This is an optimization exercise on Yosys and OpenROAD, whose aim is small area, not a production implementation.
Function was checked by simulation only, so behaviour that the tests miss may differ from the original.
Power and IR drop assume default switching activity.

==> flow/design.v <==
`default_nettype none
`timescale 1ns/1ps
package msg_char_streamer_pkg;
  localparam int MESSAGE_LENGTH = 160;   
  localparam int CHAR_LENGTH    = 8;     
  localparam int LEN_WIDTH      = 8;     
  localparam int MSG_WIDTH      = MESSAGE_LENGTH * CHAR_LENGTH;
  localparam logic [1:0] LABEL_HAM  = 2'b00;
  localparam logic [1:0] LABEL_SPAM = 2'b01;
  localparam logic [LEN_WIDTH-1:0] c_MAX_LEN = LEN_WIDTH'(MESSAGE_LENGTH);
  function automatic logic [LEN_WIDTH-1:0] clamp_len(input logic [LEN_WIDTH-1:0] len);
    clamp_len = (len > c_MAX_LEN) ? c_MAX_LEN : len;
  endfunction
endpackage
`default_nettype wire
`default_nettype none
`timescale 1ns/1ps
module msg_shift_buffer #(
  parameter int NCHAR = 160,
  parameter int CHAR  = 8
) (
  input  wire logic                  clk,
  input  wire logic                  i_load,
  input  wire logic [NCHAR*CHAR-1:0] i_data,
  input  wire logic [7:0]            i_index,
  output logic      [CHAR-1:0]       o_char
);
  logic [(NCHAR-1)*CHAR-1:0] r_buf;
  always_ff @(posedge clk) begin
    if (i_load) begin
      r_buf <= i_data[(NCHAR-1)*CHAR-1:0];
    end
  end
  logic [NCHAR-2:0] w_sel;
  msg_rd_dec #(.NCHAR(NCHAR)) u_dec (
    .i_index (i_index),
    .o_sel   (w_sel)
  );
  for (genvar b = 0; b < CHAR; b++) begin : g_bit
    logic [NCHAR-2:0] w_col;
    for (genvar k = 0; k < NCHAR - 1; k++) begin : g_col
      assign w_col[k] = r_buf[CHAR*(NCHAR-2-k) + b];
    end
    msg_rd_bit #(.NCHAR(NCHAR-1)) u_bit (
      .i_sel  (w_sel),
      .i_data (w_col),
      .o_bit  (o_char[b])
    );
  end
endmodule
module msg_rd_dec #(
  parameter int NCHAR = 160
) (
  input  wire logic [7:0]       i_index,
  output logic      [NCHAR-2:0] o_sel
);
  for (genvar i = 1; i < NCHAR; i++) begin : g_sel
    assign o_sel[i-1] = (i_index == 8'(i));
  end
endmodule
module msg_rd_bit #(
  parameter int NCHAR = 160
) (
  input  wire logic [NCHAR-1:0] i_sel,
  input  wire logic [NCHAR-1:0] i_data,
  output logic                  o_bit
);
  localparam int NG = (NCHAR + 2) / 3;
  logic [NG-1:0] w_grp_n;
  for (genvar g = 0; g < NCHAR / 3; g++) begin : g_grp
    msg_rd_aoi3 u_aoi (
      .i_sel  (i_sel [3*g +: 3]),
      .i_data (i_data[3*g +: 3]),
      .o_n    (w_grp_n[g])
    );
  end
  if (NCHAR % 3 != 0) begin : g_rest
    assign w_grp_n[NG-1] = ~|(i_sel[NCHAR-1:3*(NCHAR/3)] & i_data[NCHAR-1:3*(NCHAR/3)]);
  end
  assign o_bit = ~&w_grp_n;
endmodule
module msg_rd_aoi3 (
  input  wire logic [2:0] i_sel,
  input  wire logic [2:0] i_data,
  output logic            o_n
);
  assign o_n = ~|(i_sel & i_data);
endmodule
`default_nettype wire
`default_nettype none
`timescale 1ns/1ps
module msg_char_streamer (
  input  wire logic                   clk,
  input  wire logic                   reset,
  input  wire logic                   load_valid,
  output      logic                   load_ready,
  input  wire logic [msg_char_streamer_pkg::MSG_WIDTH-1:0]   load_msg,
  input  wire logic [msg_char_streamer_pkg::LEN_WIDTH-1:0]   load_length,
  input  wire logic [1:0]             load_label,
  output      logic                   char_valid,
  input  wire logic                   char_ready,
  output      logic [msg_char_streamer_pkg::CHAR_LENGTH-1:0] char_data,
  output      logic [msg_char_streamer_pkg::LEN_WIDTH-1:0]   char_index,
  output      logic                   char_first,
  output      logic                   char_last,
  output      logic [1:0]             char_label,
  output      logic                   done,
  output      logic [msg_char_streamer_pkg::LEN_WIDTH-1:0]   done_count,
  output      logic                   busy
);
  logic                   r_ready;
  logic                   r_valid;
  logic                   r_done;
  logic [msg_char_streamer_pkg::LEN_WIDTH-1:0]   r_index;
  logic [msg_char_streamer_pkg::LEN_WIDTH-1:0]   r_nindex;    
  logic [msg_char_streamer_pkg::CHAR_LENGTH-1:0] r_data;      
  logic [msg_char_streamer_pkg::LEN_WIDTH-1:0]   r_len;
  logic [1:0]             r_label;
  logic                   w_load_fire;
  logic                   w_char_fire;
  logic                   w_last;
  logic                   w_len_zero;
  logic [msg_char_streamer_pkg::CHAR_LENGTH-1:0] w_next_char;
  assign w_load_fire = r_ready && load_valid;
  assign w_char_fire = r_valid && char_ready;
  assign w_len_zero  = (load_length == '0);
  assign w_last      = (r_nindex == r_len);
  always_ff @(posedge clk or negedge reset) begin
    if (!reset) begin
      r_ready <= 1'b0;
      r_valid <= 1'b0;
      r_done  <= 1'b0;
    end else begin
      r_ready <= r_done || (!r_valid && !r_done && !w_load_fire);
      r_valid <= (w_load_fire && !w_len_zero) || (r_valid && !(char_ready && w_last));
      r_done  <= (w_load_fire && w_len_zero) || (w_char_fire && w_last);
    end
  end
  always_ff @(posedge clk) begin
    if (r_ready) begin
      r_len    <= msg_char_streamer_pkg::clamp_len(load_length);
      r_label  <= load_label;
      r_index  <= '0;
      r_nindex <= msg_char_streamer_pkg::LEN_WIDTH'(1);
      r_data   <= load_msg[msg_char_streamer_pkg::MSG_WIDTH-1 -: msg_char_streamer_pkg::CHAR_LENGTH];
    end else if (w_char_fire) begin
      r_index  <= r_nindex;
      r_nindex <= r_nindex + msg_char_streamer_pkg::LEN_WIDTH'(1);
      r_data   <= w_next_char;
    end
  end
  msg_shift_buffer #(
    .NCHAR (msg_char_streamer_pkg::MESSAGE_LENGTH),
    .CHAR  (msg_char_streamer_pkg::CHAR_LENGTH)
  ) u_shift_buffer (
    .clk     (clk),
    .i_load  (r_ready),
    .i_data  (load_msg),
    .i_index (r_nindex),
    .o_char  (w_next_char)
  );
  assign load_ready = r_ready;
  assign char_valid = r_valid;
  assign char_data  = r_data;
  assign char_index = r_index;
  assign char_first = (r_index == '0);
  assign char_last  = w_last;
  assign char_label = r_label;
  assign done       = r_done;
  assign done_count = r_len;
  assign busy       = r_valid || r_done;
endmodule
`default_nettype wire
Settings: LEC_CHECK=0, CAP_MARGIN=20, CORE_AREA=2 2 378 378, DIE_AREA=0 0 380 380, SETUP_SLACK_MARGIN=0.1, SLEW_MARGIN=20, SYNTH_HIERARCHICAL=1; clock period 4.0 ns.
standard.sh (not shown) runs the stock make flow with config.mk's settings and CLKGATE_MAP_FILE= SYNTH_SCRIPT=/design/flow/synth_recipe.tcl, a recipe that flattens the netlist after the stock synthesis.
==> flow/flow/run.sh <==
#!/bin/bash
# Standard ORFS layout with two changes:
#  - the port buffers use the smallest buffer (buf_1) instead of the
#    resizer's default choice;
#  - clock tree synthesis clusters up to 30 sinks per leaf buffer and adds
#    no dummy loads.
set -euo pipefail
bash standard.sh \
  'BUFFER_PORTS_ARGS=-buffer_cell sky130_fd_sc_hd__buf_1' \
  'CTS_ARGS=-sink_clustering_enable -repair_clock_nets -dont_use_dummy_load -sink_clustering_size 30 -sink_clustering_max_diameter 100' \
  finish > standard_flow.log 2>&1
Rerun with:
--- a/flow/design.v
+++ b/flow/design.v
@@ -55,7 +55,29 @@
   output logic      [NCHAR-2:0] o_sel
 );
-  for (genvar i = 1; i < NCHAR; i++) begin : g_sel
-    assign o_sel[i-1] = (i_index == 8'(i));
+  localparam int NHI = (NCHAR - 2) / 16 + 1;
+  logic [15:0]    w_lo_n;
+  logic [NHI-1:0] w_hi_n;
+  msg_rd_predec #(.N(16))  u_lo (.i_val(i_index[3:0]), .o_hot_n(w_lo_n));
+  msg_rd_predec #(.N(NHI)) u_hi (.i_val(i_index[7:4]), .o_hot_n(w_hi_n));
+  for (genvar k = 0; k < NCHAR - 1; k++) begin : g_sel
+    msg_rd_nor2 u_sel (.i_a(w_lo_n[k % 16]), .i_b(w_hi_n[k / 16]), .o_y(o_sel[k]));
   end
+endmodule
+module msg_rd_predec #(
+  parameter int N = 16
+) (
+  input  wire logic [3:0]   i_val,
+  output logic      [N-1:0] o_hot_n
+);
+  for (genvar j = 0; j < N; j++) begin : g_hot
+    assign o_hot_n[j] = (i_val != 4'(j));
+  end
+endmodule
+module msg_rd_nor2 (
+  input  wire logic i_a,
+  input  wire logic i_b,
+  output logic      o_y
+);
+  assign o_y = ~(i_a | i_b);
 endmodule
 module msg_rd_bit #(
@@ -113,5 +135,4 @@
   logic                   r_done;
   logic [msg_char_streamer_pkg::LEN_WIDTH-1:0]   r_index;
-  logic [msg_char_streamer_pkg::LEN_WIDTH-1:0]   r_nindex;    
   logic [msg_char_streamer_pkg::CHAR_LENGTH-1:0] r_data;      
   logic [msg_char_streamer_pkg::LEN_WIDTH-1:0]   r_len;
@@ -122,8 +143,10 @@
   logic                   w_len_zero;
   logic [msg_char_streamer_pkg::CHAR_LENGTH-1:0] w_next_char;
+  logic [msg_char_streamer_pkg::LEN_WIDTH-1:0]   w_index_inc;
   assign w_load_fire = r_ready && load_valid;
   assign w_char_fire = r_valid && char_ready;
   assign w_len_zero  = (load_length == '0);
-  assign w_last      = (r_nindex == r_len);
+  assign w_index_inc = r_index + msg_char_streamer_pkg::LEN_WIDTH'(1);
+  assign w_last      = (w_index_inc == r_len);
   always_ff @(posedge clk or negedge reset) begin
     if (!reset) begin
@@ -142,9 +165,7 @@
       r_label  <= load_label;
       r_index  <= '0;
-      r_nindex <= msg_char_streamer_pkg::LEN_WIDTH'(1);
       r_data   <= load_msg[msg_char_streamer_pkg::MSG_WIDTH-1 -: msg_char_streamer_pkg::CHAR_LENGTH];
     end else if (w_char_fire) begin
-      r_index  <= r_nindex;
-      r_nindex <= r_nindex + msg_char_streamer_pkg::LEN_WIDTH'(1);
+      r_index  <= w_index_inc;
       r_data   <= w_next_char;
     end
@@ -157,5 +178,5 @@
     .i_load  (r_ready),
     .i_data  (load_msg),
-    .i_index (r_nindex),
+    .i_index (r_index),
     .o_char  (w_next_char)
   );
The new run passed the timing, design-rule and antenna checks.
Global-route usage barely changes.
Fmax decreases by 1.1%.
Die area does not change.
Design area increases by 1.4%.
Register-to-register slack got worse by 40 ps.
Hold slack improved by 5.1 ps.
Total power decreases by 3.1%.

port drivers added, routing unchanged:
Ports are ideal in the flow. The routed layouts listed here were re-timed in OpenROAD. Step 1 (the two cells are an assumption about what drives the block):
set clk [get_ports {clk}]
set_driving_cell -lib_cell sky130_fd_sc_hd__clkbuf_16 $clk
set_driving_cell -lib_cell sky130_fd_sc_hd__buf_2 [delete_from_list [all_inputs] $clk]
Step 2 adds t to the input delays and takes it off the output delays; t is the mean of the earliest and latest rising clock arrival at the registers after step 1. Input paths then give back, and output paths get back, about the clock's delay inside the block. a / b / c = ideal / step 1 / step 2; a / b = the first two.
| run | t, ns | setup slack, ns | latest minus earliest clock arrival (ns) |
|---|---|---|---|
| the first run | 0.743 | 0.153 / 0.153 / 0.153 | 0.104 / 0.104 |
| the second run | 0.750 | 0.110 / 0.110 / 0.110 | 0.093 / 0.094 |
After both steps setup and hold are still met in every run listed.
